Source: an optimization exercise on an open RTL-to-GDS flow (aim: small area). Production flows keep margins and buffers that such runs may drop. The RTL was checked by simulation tests, not by an equivalence proof against the original design. No activity file was given, so power comes from the tool's default toggle rates.

**run.sh**
```bash
#!/bin/bash
# synth_recipe.tcl (not shown) runs the flow's synth.tcl, then flattens the netlist and writes it again
# the make line also repeats each setting of config.mk as NAME=value (left out here)
make -C /OpenROAD-flow-scripts/flow DESIGN_CONFIG=/design/flow/config.mk WORK_HOME=/design/flow/orfs CLKGATE_MAP_FILE= SYNTH_SCRIPT=/design/flow/synth_recipe.tcl finish
```
**config.mk**
```make
export PLATFORM = sky130hd
export DESIGN_NAME = riscv_pipeline
export DESIGN_NICKNAME = riscv_pipeline
export VERILOG_FILES = /design/flow/design.v
export SDC_FILE = /design/flow/constraint.sdc
export NUM_CORES = 4
export LEC_CHECK = 0
export CAP_MARGIN = 20
export CORE_MARGIN = 2
export CORE_UTILIZATION = 40
export SLEW_MARGIN = 20
```
**constraint.sdc**
```tcl
create_clock -name core_clock -period 10.0 [get_ports {clk}]
set_input_delay 2.0000 -clock core_clock [delete_from_list [all_inputs] [get_ports {clk}]]
set_output_delay 2.0000 -clock core_clock [all_outputs]
set_load 0.01 [all_outputs]
```
**design.v**
```verilog
`timescale 1ns/100ps
module instr_decoder (
    input  logic [31:0] instr,
    output logic [3:0]  alu_op,
    output logic        alu_src,
    output logic        mem_read,
    output logic        mem_write,
    output logic        branch,
    output logic        reg_write,
    output logic        mem_to_reg,
    output logic [31:0] imm
);
    localparam logic [6:0] op_load   = 7'b0000011;
    localparam logic [6:0] op_imm    = 7'b0010011;
    localparam logic [6:0] op_store  = 7'b0100011;
    localparam logic [6:0] op_reg    = 7'b0110011;
    localparam logic [6:0] op_branch = 7'b1100011;
    localparam logic [2:0] f3_add_sub = 3'b000;
    localparam logic [2:0] f3_sll     = 3'b001;
    localparam logic [2:0] f3_slt     = 3'b010;
    localparam logic [2:0] f3_sltu    = 3'b011;
    localparam logic [2:0] f3_xor     = 3'b100;
    localparam logic [2:0] f3_srl_sra = 3'b101;
    localparam logic [2:0] f3_or      = 3'b110;
    localparam logic [2:0] f3_and     = 3'b111;
    localparam logic [2:0] f3_blt  = 3'b100;
    localparam logic [2:0] f3_bge  = 3'b101;
    localparam logic [2:0] f3_bltu = 3'b110;
    localparam logic [2:0] f3_bgeu = 3'b111;
    localparam logic [6:0] funct7_alt = 7'b0100000;
    localparam logic [31:0] nop_instr = 32'h0000_0013;
    localparam logic [3:0] alu_add  = 4'd0;
    localparam logic [3:0] alu_sub  = 4'd1;
    localparam logic [3:0] alu_sll  = 4'd2;
    localparam logic [3:0] alu_slt  = 4'd3;
    localparam logic [3:0] alu_sltu = 4'd4;
    localparam logic [3:0] alu_xor  = 4'd5;
    localparam logic [3:0] alu_srl  = 4'd6;
    localparam logic [3:0] alu_sra  = 4'd7;
    localparam logic [3:0] alu_or   = 4'd8;
    localparam logic [3:0] alu_and  = 4'd9;
    logic [6:0] opcode;
    logic [2:0] funct3;
    logic [6:0] funct7;
    logic [3:0] arith_op;
    logic [3:0] branch_op;
    assign opcode = instr[6:0];
    assign funct3 = instr[14:12];
    assign funct7 = instr[31:25];
    always_comb begin
        arith_op = alu_add;
        case (funct3)
            f3_add_sub: begin
                if (opcode == op_reg && funct7 == funct7_alt) begin
                    arith_op = alu_sub;
                end
            end
            f3_sll:  arith_op = alu_sll;
            f3_slt:  arith_op = alu_slt;
            f3_sltu: arith_op = alu_sltu;
            f3_xor:  arith_op = alu_xor;
            f3_srl_sra: begin
                arith_op = (funct7 == funct7_alt) ? alu_sra : alu_srl;
            end
            f3_or:   arith_op = alu_or;
            f3_and:  arith_op = alu_and;
        endcase
    end
    always_comb begin
        case (funct3)
            f3_blt, f3_bge:   branch_op = alu_slt;
            f3_bltu, f3_bgeu: branch_op = alu_sltu;
            default:          branch_op = alu_sub;
        endcase
    end
    always_comb begin
        alu_op     = alu_add;
        alu_src    = 1'b0;
        mem_read   = 1'b0;
        mem_write  = 1'b0;
        branch     = 1'b0;
        reg_write  = 1'b0;
        mem_to_reg = 1'b0;
        case (opcode)
            op_reg: begin
                alu_op    = arith_op;
                reg_write = 1'b1;
            end
            op_imm: begin
                alu_op    = arith_op;
                alu_src   = 1'b1;
                reg_write = 1'b1;
            end
            op_load: begin
                alu_src    = 1'b1;
                mem_read   = 1'b1;
                reg_write  = 1'b1;
                mem_to_reg = 1'b1;
            end
            op_store: begin
                alu_src   = 1'b1;
                mem_write = 1'b1;
            end
            op_branch: begin
                alu_op = branch_op;
                branch = 1'b1;
            end
            default: begin
            end
        endcase
        if (instr == nop_instr) begin
            alu_op     = alu_add;
            alu_src    = 1'b0;
            mem_read   = 1'b0;
            mem_write  = 1'b0;
            branch     = 1'b0;
            reg_write  = 1'b0;
            mem_to_reg = 1'b0;
        end
    end
    always_comb begin
        case (opcode)
            op_store: begin
                imm = {{20{instr[31]}}, instr[31:25], instr[11:7]};
            end
            op_branch: begin
                imm = {{19{instr[31]}}, instr[31], instr[7],
                       instr[30:25], instr[11:8], 1'b0};
            end
            default: begin
                imm = {{20{instr[31]}}, instr[31:20]};
            end
        endcase
    end
endmodule
`timescale 1ns/100ps
module reg_file (
    input  logic        clk,
    input  logic        rst,
    input  logic [4:0]  rs1,
    input  logic [4:0]  rs2,
    output logic [31:0] rs1_data,
    output logic [31:0] rs2_data,
    input  logic        we,
    input  logic [4:0]  rd,
    input  logic [31:0] wd
);
    logic [31:0] regs [0:31];
    logic        wr_en;
    assign wr_en = we && (rd != 5'd0);
    always_ff @(posedge clk) begin
        if (rst) begin
            for (int i = 0; i < 32; i++) begin
                regs[i] <= '0;
            end
            rs1_data <= '0;
            rs2_data <= '0;
        end else begin
            if (wr_en) begin
                regs[rd] <= wd;
            end
            rs1_data <= (wr_en && rd == rs1) ? wd : regs[rs1];
            rs2_data <= (wr_en && rd == rs2) ? wd : regs[rs2];
        end
    end
endmodule
`timescale 1ns/100ps
module pc_fetch #(
    parameter logic [31:0] initial_pc = 32'h0040_0000
) (
    input  logic        clk,
    input  logic        rst,
    input  logic        taken,
    input  logic [31:0] target,
    output logic [31:0] pc
);
    always_ff @(posedge clk) begin
        if (rst) begin
            pc <= initial_pc;
        end else if (taken) begin
            pc <= target;
        end else begin
            pc <= pc + 32'd4;
        end
    end
endmodule
`timescale 1ns/100ps
module alu (
    input  logic [3:0]  op,
    input  logic [31:0] a,
    input  logic [31:0] b,
    output logic [31:0] result,
    output logic        zero
);
    localparam logic [3:0] alu_add  = 4'd0;
    localparam logic [3:0] alu_sub  = 4'd1;
    localparam logic [3:0] alu_sll  = 4'd2;
    localparam logic [3:0] alu_slt  = 4'd3;
    localparam logic [3:0] alu_sltu = 4'd4;
    localparam logic [3:0] alu_xor  = 4'd5;
    localparam logic [3:0] alu_srl  = 4'd6;
    localparam logic [3:0] alu_sra  = 4'd7;
    localparam logic [3:0] alu_or   = 4'd8;
    localparam logic [3:0] alu_and  = 4'd9;
    logic [4:0] shamt;
    assign shamt = b[4:0];
    always_comb begin
        case (op)
            alu_add:  result = a + b;
            alu_sub:  result = a - b;
            alu_sll:  result = a << shamt;
            alu_slt:  result = {31'd0, $signed(a) < $signed(b)};
            alu_sltu: result = {31'd0, a < b};
            alu_xor:  result = a ^ b;
            alu_srl:  result = a >> shamt;
            alu_sra:  result = $unsigned($signed(a) >>> shamt);
            alu_or:   result = a | b;
            alu_and:  result = a & b;
            default:  result = '0;
        endcase
    end
    assign zero = (result == '0);
endmodule
`timescale 1ns/100ps
module branch_resolve (
    input  logic       branch,
    input  logic [2:0] funct3,
    input  logic       zero,
    input  logic       lt,
    output logic       taken
);
    localparam logic [2:0] f3_beq  = 3'b000;
    localparam logic [2:0] f3_bne  = 3'b001;
    localparam logic [2:0] f3_blt  = 3'b100;
    localparam logic [2:0] f3_bge  = 3'b101;
    localparam logic [2:0] f3_bltu = 3'b110;
    localparam logic [2:0] f3_bgeu = 3'b111;
    always_comb begin
        taken = 1'b0;
        if (branch) begin
            case (funct3)
                f3_beq:          taken = zero;
                f3_bne:          taken = !zero;
                f3_blt, f3_bltu: taken = lt;
                f3_bge, f3_bgeu: taken = !lt;
                default:         taken = 1'b0;
            endcase
        end
    end
endmodule
`timescale 1ns/100ps
module riscv_pipeline #(
    parameter logic [31:0] initial_pc = 32'h0040_0000
) (
    input  logic        clk,
    input  logic        rst,
    input  logic [31:0] instruction,
    input  logic [31:0] d_read_data,
    output logic [31:0] pc,
    output logic [31:0] alu_result,
    output logic [31:0] d_address,
    output logic [31:0] d_write_data,
    output logic [31:0] write_back_data,
    output logic        mem_read,
    output logic        mem_write
);
    logic [31:0] pc_id;
    logic [3:0]  id_alu_op;
    logic        id_alu_src;
    logic        id_mem_read;
    logic        id_mem_write;
    logic        id_branch;
    logic        id_reg_write;
    logic        id_mem_to_reg;
    logic [31:0] id_imm;
    logic [31:0] rs1_data;
    logic [31:0] rs2_data;
    logic [31:0] ex_pc;
    logic [31:0] ex_imm;
    logic [3:0]  ex_alu_op;
    logic        ex_alu_src;
    logic        ex_mem_read;
    logic        ex_mem_write;
    logic        ex_branch;
    logic        ex_reg_write;
    logic        ex_mem_to_reg;
    logic [2:0]  ex_funct3;
    logic [4:0]  ex_rd;
    logic [31:0] alu_b;
    logic        ex_zero;
    logic [31:0] mem_alu_result;
    logic [31:0] mem_branch_target;
    logic [31:0] mem_rs2_data;
    logic        mem_mem_read;
    logic        mem_mem_write;
    logic        mem_branch;
    logic        mem_reg_write;
    logic        mem_mem_to_reg;
    logic [2:0]  mem_funct3;
    logic [4:0]  mem_rd;
    logic        mem_zero;
    logic        mem_taken;
    logic [31:0] wb_alu_result;
    logic        wb_mem_to_reg;
    logic        wb_reg_write;
    logic [4:0]  wb_rd;
    pc_fetch #(
        .initial_pc(initial_pc)
    ) u_pc_fetch (
        .clk   (clk),
        .rst   (rst),
        .taken (mem_taken),
        .target(mem_branch_target),
        .pc    (pc)
    );
    always_ff @(posedge clk) begin
        if (rst) begin
            pc_id <= '0;
        end else begin
            pc_id <= pc;
        end
    end
    instr_decoder u_instr_decoder (
        .instr     (instruction),
        .alu_op    (id_alu_op),
        .alu_src   (id_alu_src),
        .mem_read  (id_mem_read),
        .mem_write (id_mem_write),
        .branch    (id_branch),
        .reg_write (id_reg_write),
        .mem_to_reg(id_mem_to_reg),
        .imm       (id_imm)
    );
    reg_file u_reg_file (
        .clk     (clk),
        .rst     (rst),
        .rs1     (instruction[19:15]),
        .rs2     (instruction[24:20]),
        .rs1_data(rs1_data),
        .rs2_data(rs2_data),
        .we      (wb_reg_write),
        .rd      (wb_rd),
        .wd      (write_back_data)
    );
    always_ff @(posedge clk) begin
        if (rst) begin
            ex_pc         <= '0;
            ex_imm        <= '0;
            ex_alu_op     <= '0;
            ex_alu_src    <= 1'b0;
            ex_mem_read   <= 1'b0;
            ex_mem_write  <= 1'b0;
            ex_branch     <= 1'b0;
            ex_reg_write  <= 1'b0;
            ex_mem_to_reg <= 1'b0;
            ex_funct3     <= '0;
            ex_rd         <= '0;
        end else begin
            ex_pc         <= pc_id;
            ex_imm        <= id_imm;
            ex_alu_op     <= id_alu_op;
            ex_alu_src    <= id_alu_src;
            ex_mem_read   <= id_mem_read;
            ex_mem_write  <= id_mem_write;
            ex_branch     <= id_branch;
            ex_reg_write  <= id_reg_write;
            ex_mem_to_reg <= id_mem_to_reg;
            ex_funct3     <= instruction[14:12];
            ex_rd         <= instruction[11:7];
        end
    end
    assign alu_b = ex_alu_src ? ex_imm : rs2_data;
    alu u_alu (
        .op    (ex_alu_op),
        .a     (rs1_data),
        .b     (alu_b),
        .result(alu_result),
        .zero  (ex_zero)
    );
    always_ff @(posedge clk) begin
        if (rst) begin
            mem_alu_result    <= '0;
            mem_branch_target <= '0;
            mem_rs2_data      <= '0;
            mem_mem_read      <= 1'b0;
            mem_mem_write     <= 1'b0;
            mem_branch        <= 1'b0;
            mem_reg_write     <= 1'b0;
            mem_mem_to_reg    <= 1'b0;
            mem_funct3        <= '0;
            mem_rd            <= '0;
            mem_zero          <= 1'b0;
        end else begin
            mem_alu_result    <= alu_result;
            mem_branch_target <= ex_pc + ex_imm;
            mem_rs2_data      <= rs2_data;
            mem_mem_read      <= ex_mem_read;
            mem_mem_write     <= ex_mem_write;
            mem_branch        <= ex_branch;
            mem_reg_write     <= ex_reg_write;
            mem_mem_to_reg    <= ex_mem_to_reg;
            mem_funct3        <= ex_funct3;
            mem_rd            <= ex_rd;
            mem_zero          <= ex_zero;
        end
    end
    branch_resolve u_branch_resolve (
        .branch(mem_branch),
        .funct3(mem_funct3),
        .zero  (mem_zero),
        .lt    (mem_alu_result[0]),
        .taken (mem_taken)
    );
    assign d_address    = mem_alu_result;
    assign d_write_data = mem_rs2_data;
    assign mem_read     = mem_mem_read;
    assign mem_write    = mem_mem_write;
    always_ff @(posedge clk) begin
        if (rst) begin
            wb_alu_result <= '0;
            wb_mem_to_reg <= 1'b0;
            wb_reg_write  <= 1'b0;
            wb_rd         <= '0;
        end else begin
            wb_alu_result <= mem_alu_result;
            wb_mem_to_reg <= mem_mem_to_reg;
            wb_reg_write  <= mem_reg_write;
            wb_rd         <= mem_rd;
        end
    end
    assign write_back_data = wb_mem_to_reg ? d_read_data : wb_alu_result;
endmodule
```
==> out/results.md <==
| Stage | Quantity | Value |
|:---|:---|:---|
| global route | Pin count of the biggest net entering global routing | 150 |
| floorplanning | Placement Rows | 157 |
| routing | Drt via density | 6.46 |
| floorplanning | Area of the placeable core | 183000 µm² |
| setup path | Critical Path Sink Type | output port |
| timing | Relative slew margins | 0.190 |
| setup path | Setup slack of the worst register-to-register path | 3.05 ns |
| clock tree | Bufs on Longest Clock Path | 3 |
| global route | Remaining global-route overflow | 0 |
| routing | Count of routing violations after the opening detailed-route iteration | 8415 |
| place | Number of I/O port buffers | 227 |
| timing | Time the worst path needs with I/O delays and setup | 9.04 ns |
| power | Leakage power summed over all cells | 0.0292 µW |
| hold path | HP Start | pc_id[6]$_SDFF_PP0_ |
| timing | Final Hold Violating Endpoints | 0 |
| place | RePlAce Congestion | 1.01 |
| timing | Sum of negative setup slack | 0 ns |
| synthesis | Mean post-synth cell area | 12.4 µm² |
| place | HPWL after DPL | 185000 µm |
| synthesis | Number of distinct standard cells referenced by the synthesized netlist | 97 |
| synthesis | Sequential area share after synthesis | 0.508 |
| timing | Count of final max-slew check failures | 0 |
| synthesis | #FFs+latches synth | 1362 |
| setup path | Maximum fanout along the worst path | 20 |
| clock tree | TritonCTS clock tree | done |
| setup path | Req. time, crit path | 8.00 ns |
| synthesis | Number of synthesized flops with an enable pin | 1024 |
| layout | Nets@finish | 6166 |
| global route | Global-route wire length before repair | 411000 µm |
| status | Status | finished clean |
| layout | Most common cell after layout, fill and taps aside | sky130_fd_sc_hd__nor2_1 |
| floorplanning | Number of primary I/O pins | 228 |
| synthesis | Netlist area before placement | 73800 µm² |
| routing | DR vias | 55200 |
| routing | Total wire length after detailed routing | 294000 µm |
| clock tree | CTS buffer count | 150 |
| synthesis | Number of standard cells after synthesis | 5930 |
| layout | Max FFs per register | 1024 |
| timing | Max Clock Freq | 111 MHz |
| layout | Layout overhead on the synthesized area | 14.1% |
| clock tree | Hold-fix buffer count after cts | 0 |
| setup path | Critical path type | reg -> out |
| synthesis | Number of warnings printed during yosys synthesis | 6 |
| timing | RSZ-0062 raised after global routing | no |
| floorplanning | Horizontal die dimension | 434 µm |
| timing | Final cycle utilization of the critical path | 0.904 |
| layout | Register with the most flip-flops | u_reg_file.regs |
| routing | Routed wl met2 | 133000 µm |
| clock tree | Clock latency (worst-skew pair) | 0.83 ns |
| clock tree | Post-cts resize count | 0 |
| routing | Routed wl met3 | 34100 µm |
| routing | Final routed DRC violation total | 0 |
| routing | Met1 WL | 113000 µm |
| floorplanning | Die H | 434 µm |
| power | Worst vdd ir | 0.202 mV |
| clock tree | Library cell used as clock root buffer | sky130_fd_sc_hd__clkbuf_16 |
| synthesis | Area leader, netlist | sky130_fd_sc_hd__edfxtp_1 |
| synthesis | Yosys top cell area share | 0.417 |
| layout | Multi-input combinational cell area | 34400 µm² |
| layout | Area of all sequential standard cells | 37500 µm² |
| global route | Vias in the first global route | 53600 |
| setup path | Launching point of the worst reg2reg path | ex_alu_src$_SDFF_PP0_ |
| global route | Total routing resource utilization after global routing | 0.310 |
| synthesis | Proportion of register bits with asynchronous set or reset after synthesis | 0 |
| global route | Number of antenna violations at the first check in global routing | 17 |
| routing | Avg WL per Cell | 34.4 µm |
| clock tree | Postcts setup bufs | 0 |
| timing | Clock Skew | 0.0443 ns |
| routing | TritonRoute pass-1 iters | 7 |
| routing | Top routing layer used | met5 |
| floorplanning | Die area | 188000 µm² |
| hold path | Class of the tightest hold or removal check | reg -> reg |
| clock tree | Reg clk slew, reported paths | 0.06 ns |
| setup path | Startpoint class of the critical path | flip-flop |
| timing | Worst hold margin | 0.436 ns |
| routing | ANT nets after route | 0 |
| layout | Most used cells in the layout excluding fill and tap cells | sky130_fd_sc_hd__nor2_1 (1240), sky130_fd_sc_hd__edfxtp_1 (1024), sky130_fd_sc_hd__mux4_2 (663) |
| synthesis | Predominant post-synthesis flop cell | sky130_fd_sc_hd__edfxtp_1 |
| timing | Worst-margin pin slew | 1.21 ns |
| setup path | Data arrival time of the critical path | 7.04 ns |
| job | Maximum capacitance violations | 0 |
| layout | # fillers | 16400 |
| floorplanning | Effective utilization at floorplan | 0.403 |
| clock tree | Clk sinks | 1362 |
| clock tree | Number of levels the H-tree was split into | 4 |
| layout | Layout cells sized above 1 | 0.199 |
| synthesis | Dominant cells by area after synthesis | sky130_fd_sc_hd__edfxtp_1 (42%), sky130_fd_sc_hd__mux4_2 (20%), sky130_fd_sc_hd__dfxtp_1 (9.2%) |
| setup path | Start point of the critical path | ex_alu_src$_SDFF_PP0_ |
| timing | Setup-failing EPs final | 0 |
| power | Power density over cell area | 170 nW/µm² |
[synth_stat cells (66+ instances only)]
cell,n
sky130_fd_sc_hd__nor2_1,1240
sky130_fd_sc_hd__edfxtp_1,1024
sky130_fd_sc_hd__mux4_2,663
sky130_fd_sc_hd__clkbuf_1,442
sky130_fd_sc_hd__dfxtp_1,338
sky130_fd_sc_hd__nor2b_1,267
sky130_fd_sc_hd__nand2_1,206
sky130_fd_sc_hd__a211oi_1,201
sky130_fd_sc_hd__inv_1,169
sky130_fd_sc_hd__a21oi_1,156
sky130_fd_sc_hd__mux2i_1,144
sky130_fd_sc_hd__ha_1,133
sky130_fd_sc_hd__o21ai_0,79
sky130_fd_sc_hd__nand3_1,66
[through the flow]
step | util | area [µm²] | cells | setup WS, ns | power [µW]
after global routing | 0.460 | 84200 | 8547 | 0.657 | 14700
after detailed placement | 0.433 | 79300 | 8276 | 1.94 | 8860
after floorplan | - | 73900 | 5961 | 3.57 | 7880
after CTS | 0.459 | 84200 | 8547 | 1.04 | 14400
after global placement | 0.433 | 79300 | 8276 | 1.98 | 8850
final | 0.460 | 84200 | 8550 | 0.959 | 14300
[power by group]
part | switching [µW] | internal (µW) | total (µW) | leakage (µW)
registers | 168 | 6290 | 6450 | 0.0133
logic | 1430 | 906 | 2340 | 0.0135
clock network | 2450 | 3100 | 5550 | 0.00236
[cells by family (layout without fill, tap and decap cells)]
| logic type | Yosys count | after routing | synth area share |
|---|---|---|---|
| other | 1 | 35 | 0.0000508 |
| adder cells (fa/ha/maj) | 136 | 136 | 0.0234 |
| XOR/XNOR | 72 | 72 | 0.00854 |
| multiplexers | 819 | 819 | 0.225 |
| buffers and inverters | 719 | 841 | 0.0379 |
| AO/OA/AOI/OAI | 778 | 778 | 0.0734 |
| AND/OR/NAND/NOR | 2043 | 2043 | 0.124 |
| flip-flops | 1362 | 1362 | 0.508 |
[per-layer routing]
metal / vias to the layer above / track usage
li1: 22400 / -
met1: 28300 / 0.419
met2: 3900 / 0.476
met3: 701 / 0.0724
met4: 22 / 0.133
met5: - / 0
[critical path, stage by stage (launching register included)]
cell	delay, ns
sky130_fd_sc_hd__dfxtp_1	0.66
sky130_fd_sc_hd__buf_4	0.35
sky130_fd_sc_hd__inv_1	0.43
sky130_fd_sc_hd__a21oi_1	0.39
sky130_fd_sc_hd__ha_1	0.44
sky130_fd_sc_hd__or4_1	0.72
sky130_fd_sc_hd__or3_1	0.41
sky130_fd_sc_hd__nor3_1	0.17
sky130_fd_sc_hd__a21o_1	0.24
sky130_fd_sc_hd__o211ai_1	0.27
sky130_fd_sc_hd__a21oi_1	0.37
sky130_fd_sc_hd__a21bo_2	0.21
sky130_fd_sc_hd__a311oi_1	0.11
sky130_fd_sc_hd__mux2_1	0.32
sky130_fd_sc_hd__o22ai_1	0.47
sky130_fd_sc_hd__clkdlybuf4s50_1	0.65
[final cells by class]
cell class | instances | share of cell area
antenna | 3 | 0.0000891
clock buffer | 200 | 0.0492
clock inverter | 71 | 0.00872
inverter | 174 | 0.00778
multi-input combinational | 3880 | 0.409
sequential | 1362 | 0.445
tap | 2464 | 0.0366
timing repair buffer | 396 | 0.0435
[final timing paths]
| check | cells past startpoint | end |
|---|---|---|
| setup / recovery | 15 | alu_result[31] |
| hold / removal | 1 | ex_pc[6]$_SDFF_PP0_ |
| setup reg to reg | 18 | mem_zero$_SDFF_PP0_ |
| hold reg to reg | 1 | ex_pc[6]$_SDFF_PP0_ |

==> afterwards: timing with drivers on the ports <==
Ports are ideal in the flow. The routed layout listed here was re-timed in OpenROAD.
Step 1, drivers: a clkbuf_16 drives clk and a buf_2 each remaining input, both assumed.
Step 2 also shifts input and output timing later by t, the mid clock arrival at the registers, as if the neighbouring blocks saw the same clock.
a / b / c = no drivers / after step 1 / after step 2; a / b = the first two.
t, ns: 0.884
setup WS [ns]: 0.959 / 0.876 / 1.760
worst setup path after step 2: register to output
worst register clock-pin slew, ns: 0.07 / 0.07
worst slew at a driven data input, ns: 0.15
After both steps this run still meets setup and hold. For this run, drivers alone change the setup slack by -0.083 ns; drivers and shift together by +0.801 ns.
